This is an optimization exercise on Yosys and OpenROAD, whose aim is small area and few clock cycles, not a production implementation.
At most, simulation tests tie the RTL to the original design; equivalence was not proved.
Power figures rest on the tool's default switching activity, not on a simulated workload.

run 2:
==> flow/design.v <==
`default_nettype none
module mppt_telemetry_aggregator_top (
  input  wire        clk,
  input  wire        rst_n,
  input  wire        in_valid,
  output wire        in_ready,
  input  wire [1:0]  in_command,
  input  wire [10:0] in_frame_id,
  input  wire [1:0]  in_frame_status,
  input  wire [15:0] in_word_one,
  input  wire [15:0] in_word_two,
  input  wire [15:0] in_word_three,
  input  wire [15:0] in_word_four,
  output wire        out_valid,
  input  wire        out_ready,
  output wire [2:0]  out_kind,
  output wire [31:0] out_value_high,
  output wire [31:0] out_value_low,
  output wire        out_last,
  output wire [4:0]  out_status_one,
  output wire [4:0]  out_status_two,
  input  wire        cfg_valid,
  output wire        cfg_ready,
  input  wire [1:0]  cfg_index,
  input  wire [31:0] cfg_data
);
  localparam [31:0] IdentText = 32'h4143_7631;
  localparam [1:0] CMD_FRAME  = 2'd0;
  localparam [1:0] CMD_POLL   = 2'd1;
  localparam [1:0] CMD_REPORT = 2'd2;
  localparam [1:0] GRP_AVG   = 2'd0;
  localparam [1:0] GRP_TEMP  = 2'd1;
  localparam [1:0] GRP_PAIR  = 2'd2;
  localparam [1:0] GRP_IDENT = 2'd3;
  reg  [10:0] unit_one_id_r;
  reg  [10:0] unit_two_id_r;
  reg  [15:0] temp_limit_r;
  reg  [31:0] serial_no_r;
  assign cfg_ready = 1'b1;
  wire [31:0] cfg_z = cfg_data & {32{rst_n}};            
  wire [31:0] cfg_o = cfg_data | {32{~rst_n}};           
  wire        cfg_w = cfg_valid && rst_n;
  always @(posedge clk) begin
    if (!rst_n || (cfg_w && cfg_index == 2'd0)) unit_one_id_r <= cfg_z[10:0];
    if (!rst_n || (cfg_w && cfg_index == 2'd1)) unit_two_id_r <= {cfg_z[10:1], cfg_o[0]};
    if (!rst_n || (cfg_w && cfg_index == 2'd2))
      temp_limit_r <= {cfg_z[15:13], cfg_o[12:11], cfg_z[10], cfg_o[9:8], cfg_z[7],
                       cfg_o[6], cfg_z[5], cfg_o[4:3], cfg_z[2:0]};
    if (!rst_n || (cfg_w && cfg_index == 2'd3)) serial_no_r <= cfg_z;
  end
  reg  [15:0] avg_v0_r, avg_v1_r, avg_c0_r, avg_c1_r;
  reg  [15:0] bus0_r, bus1_r, temp0_r, temp1_r;
  reg         ot0_r, ot1_r;         
  reg         pd0_r, pd1_r;         
  reg         poll_sel_r;
  reg  [3:0]  phase_r;
  reg         s0_valid_r;           
  reg  [2:0]  s0_kind_r;
  reg  [3:0]  s0_st_r;              
  reg  [15:0] s0_hi_r;
  reg  [16:0] s0_lo_r;
  reg         s1_valid_r;           
  reg         s1_report_r;
  reg         s1_unit_r;            
  reg  [3:0]  s1_st_r;
  reg  [1:0]  grp_p1, grp_p2;       
  always @(*) begin
    case (phase_r)
      4'd0:             begin grp_p1 = GRP_IDENT; grp_p2 = GRP_PAIR;  end
      4'd1:             begin grp_p1 = GRP_AVG;   grp_p2 = GRP_IDENT; end
      4'd2, 4'd5, 4'd8: begin grp_p1 = GRP_TEMP;  grp_p2 = GRP_AVG;   end
      4'd3, 4'd6, 4'd9: begin grp_p1 = GRP_PAIR;  grp_p2 = GRP_TEMP;  end
      default:          begin grp_p1 = GRP_AVG;   grp_p2 = GRP_PAIR;  end
    endcase
  end
  wire [1:0]  s1_grp_r = grp_p1;
  wire [1:0]  s0_grp_r = (s1_valid_r && s1_report_r) ? grp_p2 : grp_p1;
  reg         s0_more;
  reg  [2:0]  s0_next_kind;
  always @(*) begin
    s0_more      = 1'b0;
    s0_next_kind = 3'd0;
    case (s0_kind_r)
      3'd1: begin
        s0_more = 1'b1;
        case (s0_grp_r)
          GRP_AVG:  s0_next_kind = 3'd2;
          GRP_TEMP: s0_next_kind = 3'd4;
          GRP_PAIR: s0_next_kind = 3'd6;
          default:  s0_next_kind = 3'd7;
        endcase
      end
      3'd2: begin s0_more = 1'b1; s0_next_kind = 3'd3; end
      3'd4: begin s0_more = 1'b1; s0_next_kind = 3'd5; end
      default: ;
    endcase
  end
  wire        take    = s0_valid_r && out_ready;
  wire        adv     = take && !s0_more;    
  wire        a_valid = adv ? s1_valid_r : s0_valid_r;
  wire        a_s1    = !adv && s1_valid_r;
  reg dep0, dep1;
  always @(*) begin
    dep0 = 1'b0;
    dep1 = 1'b0;
    if (adv) begin
      if (s1_valid_r && s1_report_r && s1_grp_r != GRP_IDENT) begin
        dep0 = 1'b1; dep1 = 1'b1;
      end
    end else if (take) begin
      if (s0_kind_r == 3'd1 && s0_grp_r == GRP_AVG) dep1 = 1'b1;
    end else if (s0_valid_r) begin
      if (s0_kind_r == 3'd1 && s0_grp_r != GRP_IDENT) begin
        dep0 = 1'b1; dep1 = 1'b1;
      end
      if (s0_kind_r == 3'd2) dep1 = 1'b1;
    end
    if (a_s1 && s1_report_r) begin
      dep0 = 1'b1; dep1 = 1'b1;
    end
  end
  wire is_frame  = (in_command == CMD_FRAME) && (in_frame_status == 2'd0);
  wire hit_one   = (in_frame_id == unit_one_id_r);
  wire hit_two   = (in_frame_id == unit_two_id_r);
  wire upd0      = is_frame && hit_one;
  wire upd1      = is_frame && !hit_one && hit_two;
  wire is_poll   = (in_command == CMD_POLL);
  wire is_report = (in_command == CMD_REPORT);
  wire gives     = is_poll || is_report;
  assign in_ready = !((upd0 && dep0) || (upd1 && dep1) || (gives && a_s1));
  wire acc     = rst_n && in_valid && in_ready;
  wire acc_f0  = acc && upd0;
  wire acc_f1  = acc && upd1;
  wire acc_msg = acc && gives;
  wire [15:0] sm_v_avg = hit_one ? avg_v0_r : avg_v1_r;
  wire [15:0] sm_c_avg = hit_one ? avg_c0_r : avg_c1_r;
  wire [19:0] sm_v_t   = {sm_v_avg, 4'b0000} + {4'b0000, in_word_one} + {4'b1111, ~sm_v_avg} + 20'd1;
  wire [19:0] sm_c_t   = {sm_c_avg, 4'b0000} + {4'b0000, in_word_two} + {4'b1111, ~sm_c_avg} + 20'd1;
  wire        over     = (in_word_four > temp_limit_r);
  wire        poll_u   = poll_sel_r;
  wire [3:0]  msg_st   = {ot1_r, pd1_r | (is_poll & poll_u), ot0_r, pd0_r | (is_poll & ~poll_u)};
  wire        en0     = !rst_n || acc_f0;
  wire        en1     = !rst_n || acc_f1;
  wire [15:0] u_avg_v = sm_v_t[19:4] & {16{rst_n}};
  wire [15:0] u_avg_c = sm_c_t[19:4] & {16{rst_n}};
  wire [15:0] u_bus   = in_word_three & {16{rst_n}};
  wire [15:0] u_temp  = in_word_four & {16{rst_n}};
  always @(posedge clk) begin
    if (en0) begin
      avg_v0_r <= u_avg_v; avg_c0_r <= u_avg_c; bus0_r <= u_bus; temp0_r <= u_temp;
    end
    if (en1) begin
      avg_v1_r <= u_avg_v; avg_c1_r <= u_avg_c; bus1_r <= u_bus; temp1_r <= u_temp;
    end
  end
  always @(posedge clk) begin
    if (!rst_n) begin
      ot0_r <= 1'b0; ot1_r <= 1'b0; pd0_r <= 1'b0; pd1_r <= 1'b0;
      poll_sel_r <= 1'b0;
      phase_r    <= 4'd0;
    end else begin
      if (acc_f0) begin
        ot0_r <= ot0_r | over; pd0_r <= 1'b0;
      end
      if (acc_f1) begin
        ot1_r <= ot1_r | over; pd1_r <= 1'b0;
      end
      if (acc_msg && is_poll) begin
        poll_sel_r <= ~poll_sel_r;
        if (poll_u) pd1_r <= 1'b1;
        else        pd0_r <= 1'b1;
      end
      if (acc_msg && is_report) begin
        phase_r <= (phase_r == 4'd9) ? 4'd0 : phase_r + 4'd1;
      end
    end
  end
  wire        ld_new  = acc_msg && !a_valid;    
  wire        ld_s1   = adv && s1_valid_r;      
  wire        ld_next = take && s0_more;        
  reg  [2:0]  ld_kind;
  reg         ld_unit;
  always @(*) begin
    if (ld_next) begin
      ld_kind = s0_next_kind;
      ld_unit = 1'b0;
    end else if (ld_s1) begin
      ld_kind = s1_report_r ? 3'd1 : 3'd0;
      ld_unit = s1_unit_r;
    end else begin
      ld_kind = is_report ? 3'd1 : 3'd0;
      ld_unit = poll_u;
    end
  end
  wire [16:0] bus_sum  = {1'b0, bus0_r} + {1'b0, bus1_r};
  wire [15:0] temp_max = (temp1_r >= temp0_r) ? temp1_r : temp0_r;
  reg  [15:0] ld_hi;
  reg  [16:0] ld_lo;
  always @(*) begin
    ld_hi = 16'd0;
    ld_lo = 17'd0;
    case (ld_kind)
      3'd0: ld_lo = {6'd0, ld_unit ? unit_two_id_r : unit_one_id_r};
      3'd1: ld_lo = bus_sum;
      3'd2: begin ld_hi = avg_v0_r; ld_lo = {1'b0, avg_c0_r}; end
      3'd3: begin ld_hi = avg_v1_r; ld_lo = {1'b0, avg_c1_r}; end
      3'd4: ld_lo = {1'b0, temp_max};
      3'd6: begin ld_hi = temp0_r; ld_lo = {1'b0, temp1_r}; end
      default: ;
    endcase
  end
  always @(posedge clk) begin
    if (!rst_n) begin
      s0_valid_r <= 1'b0;
      s1_valid_r <= 1'b0;
    end else begin
      s0_valid_r <= a_valid || acc_msg;
      s1_valid_r <= a_s1 || (acc_msg && a_valid);
    end
  end
  always @(posedge clk) begin
    if (ld_new || ld_s1 || ld_next) begin
      s0_kind_r <= ld_kind;
      s0_hi_r   <= ld_hi;
      s0_lo_r   <= ld_lo;
    end
    if (ld_new) begin
      s0_st_r  <= msg_st;
    end else if (ld_s1) begin
      s0_st_r  <= s1_st_r;
    end
    if (acc_msg && a_valid) begin
      s1_report_r <= is_report;
      s1_unit_r   <= poll_u;
      s1_st_r     <= msg_st;
    end
  end
  wire ident = (s0_kind_r == 3'd5) || (s0_kind_r == 3'd7);
  assign out_valid      = s0_valid_r;
  assign out_kind       = s0_kind_r;
  assign out_value_high = ident ? IdentText : {16'd0, s0_hi_r};
  assign out_value_low  = ident ? serial_no_r : {15'd0, s0_lo_r};
  assign out_last       = !s0_more;
  assign out_status_one = {s0_st_r[1], 2'b00, s0_st_r[0], 1'b0};
  assign out_status_two = {s0_st_r[3], 2'b00, s0_st_r[2], 1'b0};
endmodule
`default_nettype wire
Settings: LEC_CHECK=0, CAP_MARGIN=20, CORE_MARGIN=2, CORE_UTILIZATION=40, SLEW_MARGIN=20; clock period 5.0 ns.
standard.sh (not shown) runs the stock make flow with config.mk's settings and CLKGATE_MAP_FILE= SYNTH_SCRIPT=/design/flow/synth_recipe.tcl, a recipe that flattens the netlist after the stock synthesis.
==> flow/flow/run.sh <==
#!/bin/bash
set -euo pipefail
export BUFFER_PORTS_ARGS="-buffer_cell sky130_fd_sc_hd__buf_1"
bash standard.sh finish > standard_flow.log 2>&1
diff inputs: run 2 => run 3
diff --git a/flow/design.v b/flow/design.v
--- a/flow/design.v
+++ b/flow/design.v
@@ -53,31 +53,21 @@
   reg         ot0_r, ot1_r;         
   reg         pd0_r, pd1_r;         
   reg         poll_sel_r;
   reg  [3:0]  phase_r;
   reg         s0_valid_r;           
   reg  [2:0]  s0_kind_r;
+  reg  [1:0]  s0_grp_r;             
   reg  [3:0]  s0_st_r;              
   reg  [15:0] s0_hi_r;
   reg  [16:0] s0_lo_r;
   reg         s1_valid_r;           
   reg         s1_report_r;
   reg         s1_unit_r;            
+  reg  [1:0]  s1_grp_r;
   reg  [3:0]  s1_st_r;
-  reg  [1:0]  grp_p1, grp_p2;       
-  always @(*) begin
-    case (phase_r)
-      4'd0:             begin grp_p1 = GRP_IDENT; grp_p2 = GRP_PAIR;  end
-      4'd1:             begin grp_p1 = GRP_AVG;   grp_p2 = GRP_IDENT; end
-      4'd2, 4'd5, 4'd8: begin grp_p1 = GRP_TEMP;  grp_p2 = GRP_AVG;   end
-      4'd3, 4'd6, 4'd9: begin grp_p1 = GRP_PAIR;  grp_p2 = GRP_TEMP;  end
-      default:          begin grp_p1 = GRP_AVG;   grp_p2 = GRP_PAIR;  end
-    endcase
-  end
-  wire [1:0]  s1_grp_r = grp_p1;
-  wire [1:0]  s0_grp_r = (s1_valid_r && s1_report_r) ? grp_p2 : grp_p1;
   reg         s0_more;
   reg  [2:0]  s0_next_kind;
   always @(*) begin
     s0_more      = 1'b0;
     s0_next_kind = 3'd0;
     case (s0_kind_r)
@@ -131,17 +121,26 @@
   wire acc     = rst_n && in_valid && in_ready;
   wire acc_f0  = acc && upd0;
   wire acc_f1  = acc && upd1;
   wire acc_msg = acc && gives;
   wire [15:0] sm_v_avg = hit_one ? avg_v0_r : avg_v1_r;
   wire [15:0] sm_c_avg = hit_one ? avg_c0_r : avg_c1_r;
-  wire [19:0] sm_v_t   = {sm_v_avg, 4'b0000} + {4'b0000, in_word_one} + {4'b1111, ~sm_v_avg} + 20'd1;
-  wire [19:0] sm_c_t   = {sm_c_avg, 4'b0000} + {4'b0000, in_word_two} + {4'b1111, ~sm_c_avg} + 20'd1;
+  wire [19:0] sm_v_t   = {sm_v_avg, 4'b0000} - {4'b0000, sm_v_avg} + {4'b0000, in_word_one};
+  wire [19:0] sm_c_t   = {sm_c_avg, 4'b0000} - {4'b0000, sm_c_avg} + {4'b0000, in_word_two};
   wire        over     = (in_word_four > temp_limit_r);
   wire        poll_u   = poll_sel_r;
   wire [3:0]  msg_st   = {ot1_r, pd1_r | (is_poll & poll_u), ot0_r, pd0_r | (is_poll & ~poll_u)};
+  reg  [1:0]  msg_grp;
+  always @(*) begin
+    case (phase_r)
+      4'd0, 4'd3, 4'd6: msg_grp = GRP_AVG;
+      4'd1, 4'd4, 4'd7: msg_grp = GRP_TEMP;
+      4'd2, 4'd5, 4'd8: msg_grp = GRP_PAIR;
+      default:          msg_grp = GRP_IDENT;
+    endcase
+  end
   wire        en0     = !rst_n || acc_f0;
   wire        en1     = !rst_n || acc_f1;
   wire [15:0] u_avg_v = sm_v_t[19:4] & {16{rst_n}};
   wire [15:0] u_avg_c = sm_c_t[19:4] & {16{rst_n}};
   wire [15:0] u_bus   = in_word_three & {16{rst_n}};
   wire [15:0] u_temp  = in_word_four & {16{rst_n}};
@@ -222,19 +221,22 @@
     if (ld_new || ld_s1 || ld_next) begin
       s0_kind_r <= ld_kind;
       s0_hi_r   <= ld_hi;
       s0_lo_r   <= ld_lo;
     end
     if (ld_new) begin
+      s0_grp_r <= msg_grp;
       s0_st_r  <= msg_st;
     end else if (ld_s1) begin
+      s0_grp_r <= s1_grp_r;
       s0_st_r  <= s1_st_r;
     end
     if (acc_msg && a_valid) begin
       s1_report_r <= is_report;
       s1_unit_r   <= poll_u;
+      s1_grp_r    <= msg_grp;
       s1_st_r     <= msg_st;
     end
   end
   wire ident = (s0_kind_r == 3'd5) || (s0_kind_r == 3'd7);
   assign out_valid      = s0_valid_r;
   assign out_kind       = s0_kind_r;
Findings:
On chip width: between run 3 and run 2, it ends up higher for run 2. Compared with run 2, run 3 shows a pin count of the biggest net entering global routing that is about 50% higher. In the tables for run 3 and run 2, post-synthesis cell count reads higher with run 2. Looking at total power, run 3 sits about 10% higher than run 2 does. Of the two values seen for highest metal layer with signal wires, met5 was produced by run 3 and met4 by run 2. Taking run 2 as the reference, in run 3 placed instance count went down; global-route met1 utilization went down. Going from run 2 to run 3, total standard cell area after synthesis saw a decrease, final cell count without fillers fell by 86, flip-flop and latch count after synthesis now larger, fraction of the mapped netlist area in simple logic gates now smaller, layout-stage area growth over the synthesis result increased 4.1 points. Taking run 2 as the reference, in run 3 combinational cell fraction of total power up 3.4 points, setup slack lower, first-pass GRT wire length shows no meaningful change.
Testbench counts of run 3, summed over its fixed seeds: cycles 17,161.
Only the layout flow was run in run 2; the RTL was not checked for function there.

[what the ideal ports hide]
Ports are ideal in the flow. The routed layouts listed here were re-timed in OpenROAD. Step 1 sets driving cells, clkbuf_16 on the clock port and buf_2 on the other inputs (assumed; they add their load-dependent delay and slew). Step 2 also shifts input and output timing later by t, the mid clock arrival at the registers, as if the neighbouring blocks saw the same clock. Three values: ideal ports, drivers, drivers and shift; two values: the first two.
| run | t (ns) | setup slack, ns | hold slack, ns | latest minus earliest clock arrival (ns) |
|---|---|---|---|---|
| run 2 | 0.594 | 0.463 / 0.495 / -0.099 | 0.487 / 0.487 / 0.487 | 0.018 / 0.018 |
| run 3 | 0.600 | 0.326 / 0.351 / -0.249 | 0.432 / 0.432 / 0.432 | 0.014 / 0.014 |
Met with ideal ports but missed after step 2: setup timing in run 2 and run 3. For run 3, which loses most, drivers alone change the setup slack by +0.025 ns; drivers and shift together by -0.575 ns.
